This is an optimization exercise on Yosys and OpenROAD, whose aim is small area, a short achievable clock period and few clock cycles per item, not a production implementation. Where RTL was checked, it was by simulation tests only, not by an equivalence proof against the original. Power is estimated from default activity; no workload was simulated.

## pel_scaler_top
module pel_scaler_top #(
    parameter int FLUX  = 2,
    parameter int DEPTH = 4
) (
    input  logic                              clk,
    input  logic                              rst_n,
    input  logic            [FLUX-1:0]        in_write,
    input  pel_pkg::pel_t   [FLUX-1:0]        in_din,
    output logic            [FLUX-1:0]        in_full,
    input  coef_pkg::coef_t [FLUX-1:0]        coef,
    input  logic            [FLUX-1:0]        out_read,
    output pel_pkg::pel_t   [FLUX-1:0]        out_dout,
    output logic            [FLUX-1:0]        out_empty
);
==> flow/config.mk <==
export PLATFORM = sky130hd
export DESIGN_NAME = pel_scaler_top
export DESIGN_NICKNAME = pel_scaler_top
export VERILOG_FILES = /design/flow/design.v
export SDC_FILE = /design/flow/constraint.sdc
export NUM_CORES = 4
export LEC_CHECK = 0
export CAP_MARGIN = 20
export CORE_MARGIN = 2
export CORE_UTILIZATION = 40
export SETUP_SLACK_MARGIN = 3
export SLEW_MARGIN = 20
export SYNTH_HIERARCHICAL = 1
==> flow/constraint.sdc <==
create_clock -name core_clock -period 8.0 [get_ports {clk}]
set_input_delay 1.6000 -clock core_clock [delete_from_list [all_inputs] [get_ports {clk}]]
set_output_delay 1.6000 -clock core_clock [all_outputs]
set_load 0.01 [all_outputs]
run.sh (not shown) runs the stock make flow with config.mk's settings and CLKGATE_MAP_FILE= SYNTH_SCRIPT=/design/flow/synth_recipe.tcl, a recipe that flattens the netlist after the stock synthesis.
The starting point ran to the end with no violations.
Change:
- SETUP_SLACK_MARGIN: 3 -> 5
Outcome: The changed run completed with no timing, DRC or antenna violations. Global-route usage came out higher by 1.4 points. Final area came out higher by about a fifth. Utilization came out higher by 8.0 points. Clock-buffer cell count came out lower by 2. Area after synthesis does not change. Via count came out higher by a few percent. Fmax came out higher by about a fifth.
Change:
- SETUP_SLACK_MARGIN: 5 -> 4.5
What happened: Worst setup slack improves by 0.017 ns. Synthesized area does not change. Fmax grows slightly.
Change:
==> flow/flow/run.sh (new file) <==
#!/bin/bash
# standard layout, logged
bash standard.sh > standard.log 2>&1
==> flow/standard.sh (new file) <==
#!/bin/bash
# synth_recipe.tcl (not shown) runs the flow's synth.tcl, then flattens the netlist and writes it again
# the make line also repeats each setting of config.mk as NAME=value (left out here)
make -C /OpenROAD-flow-scripts/flow DESIGN_CONFIG=/design/flow/config.mk WORK_HOME=/design/flow/orfs CLKGATE_MAP_FILE= SYNTH_SCRIPT=/design/flow/synth_recipe.tcl "${@:-finish}"
- SETUP_SLACK_MARGIN: 4.5 -> 4
removed: flow/run.sh
After rerunning: The changed run completed without violations; sequential power hardly moves; total power goes down by a few percent; combinational power drops by roughly a tenth.
No functional check of the RTL was part of any run of this note.

* * *

Setup of run 1:
Another version of the RTL of pel_scaler_top (not shown whole).
For scale: roughly 1400 cells after synthesis.
export LEC_CHECK = 0
export CAP_MARGIN = 20
export CORE_MARGIN = 2
export CORE_UTILIZATION = 40
export CTS_BUF_LIST = sky130_fd_sc_hd__clkbuf_4 sky130_fd_sc_hd__clkbuf_8
export CTS_CLUSTER_DIAMETER = 100
export CTS_CLUSTER_SIZE = 30
export SETUP_SLACK_MARGIN = 4
export SLEW_MARGIN = 20
export SYNTH_HIERARCHICAL = 1
create_clock -name core_clock -period 8.0 [get_ports {clk}]
standard.sh (not shown) runs the stock make flow with config.mk's settings and CLKGATE_MAP_FILE= SYNTH_SCRIPT=/design/flow/synth_recipe.tcl, a recipe that flattens the netlist after the stock synthesis.
==> flow/flow/run.sh <==
#!/bin/bash
# the standard layout, with plain buffers (not delay cells) on the ports
bash standard.sh "BUFFER_PORTS_ARGS=-buffer_cell sky130_fd_sc_hd__buf_2" finish > standard.log 2>&1
Testbench counts of run 1, summed over its fixed seeds: cycles 8,016, items 16,000.
Changes in run 2 relative to run 1:
Settings: CTS_CLUSTER_DIAMETER no longer set, was 100; CTS_CLUSTER_SIZE no longer set, was 30; SETUP_SLACK_MARGIN now 4.3, was 4; CTS_BUF_LIST no longer set, was sky130_fd_sc_hd__clkbuf_4 sky130_fd_sc_hd__clkbuf_8.
Run 2: full flow OK, the timing, DRC and antenna checks passed. The lower transition time at the pin with the least slew margin came out of run 2. Summary of run 2 over run 1: portion of total power attributed to combinational logic lower; setup slack higher; clock-buffer cell count lower; total chip power higher; via density per instance higher. Going from run 1 to run 2, highest attainable clock frequency now sits higher; switching power share of the total now sits lower.
Here is what was changed in the inputs of run 3 compared with run 2.
Settings: CTS_BUF_LIST newly set to sky130_fd_sc_hd__clkbuf_4 sky130_fd_sc_hd__clkbuf_8; CTS_CLUSTER_DIAMETER newly set to 100; SETUP_SLACK_MARGIN changed from 4.3 to 4; ABC_CLOCK_PERIOD_IN_PS newly set to 3000; CTS_CLUSTER_SIZE newly set to 30.
Results
No run among run 3 and run 2 stopped early or left any final violation; all are clean.
Going from run 2 to run 3, clock network fraction of design power now sits lower, post-route total power decreased 0.62 mW, leakage power total went down, area of the placeable core roughly the same.
Run 3 against run 2: worst setup slack lower, remaining max-slew budget at the tightest pin moved down, post-placement cell area did not really move.
Cell area | run 3 vs run 2 | run 3 smaller
In the reports for run 3 and run 2, the larger detailed-route wire length per cell belongs to run 2.

re-timing with driven ports:
In the flow no input, the clock included, has a driving cell. The finished layouts below were timed again as built, in two steps. Step 1 assumes that a clkbuf_16 drives the clock port and a buf_2 every other input. Step 2 adds t to the input delays and takes it off the output delays; t is the mean of the earliest and latest rising clock arrival at the registers after step 1. Input paths then give back, and output paths get back, about the clock's delay inside the block. Three values: no drivers, after step 1, after step 2; two values: the first two.
run	t (ns)	slack for setup (ns)	worst hold slack (ns)	worst setup path at the end
the first run of note 1	0.494	3.571 / 3.539 / 3.539	0.548 / 0.548 / 0.548	input to output
the second run of note 1	0.506	4.142 / 4.087 / 4.279	0.557 / 0.557 / 0.557	register to register
the third run of note 1	0.507	4.159 / 4.102 / 4.281	0.544 / 0.544 / 0.544	register to register
the fourth run of note 1	0.492	4.097 / 4.042 / 4.127	0.546 / 0.546 / 0.546	register to register
run 1	0.522	4.129 / 4.082 / 4.152	0.496 / 0.496 / 0.496	register to register
run 2	0.502	4.169 / 4.120 / 4.230	0.507 / 0.507 / 0.507	register to register
run 3	0.522	4.129 / 4.082 / 4.152	0.496 / 0.496 / 0.496	register to register
After both steps every run listed still meets setup and hold. The setup slack of the first run of note 1, which loses most, moves by -0.032 ns with the drivers and by -0.032 ns with both steps.
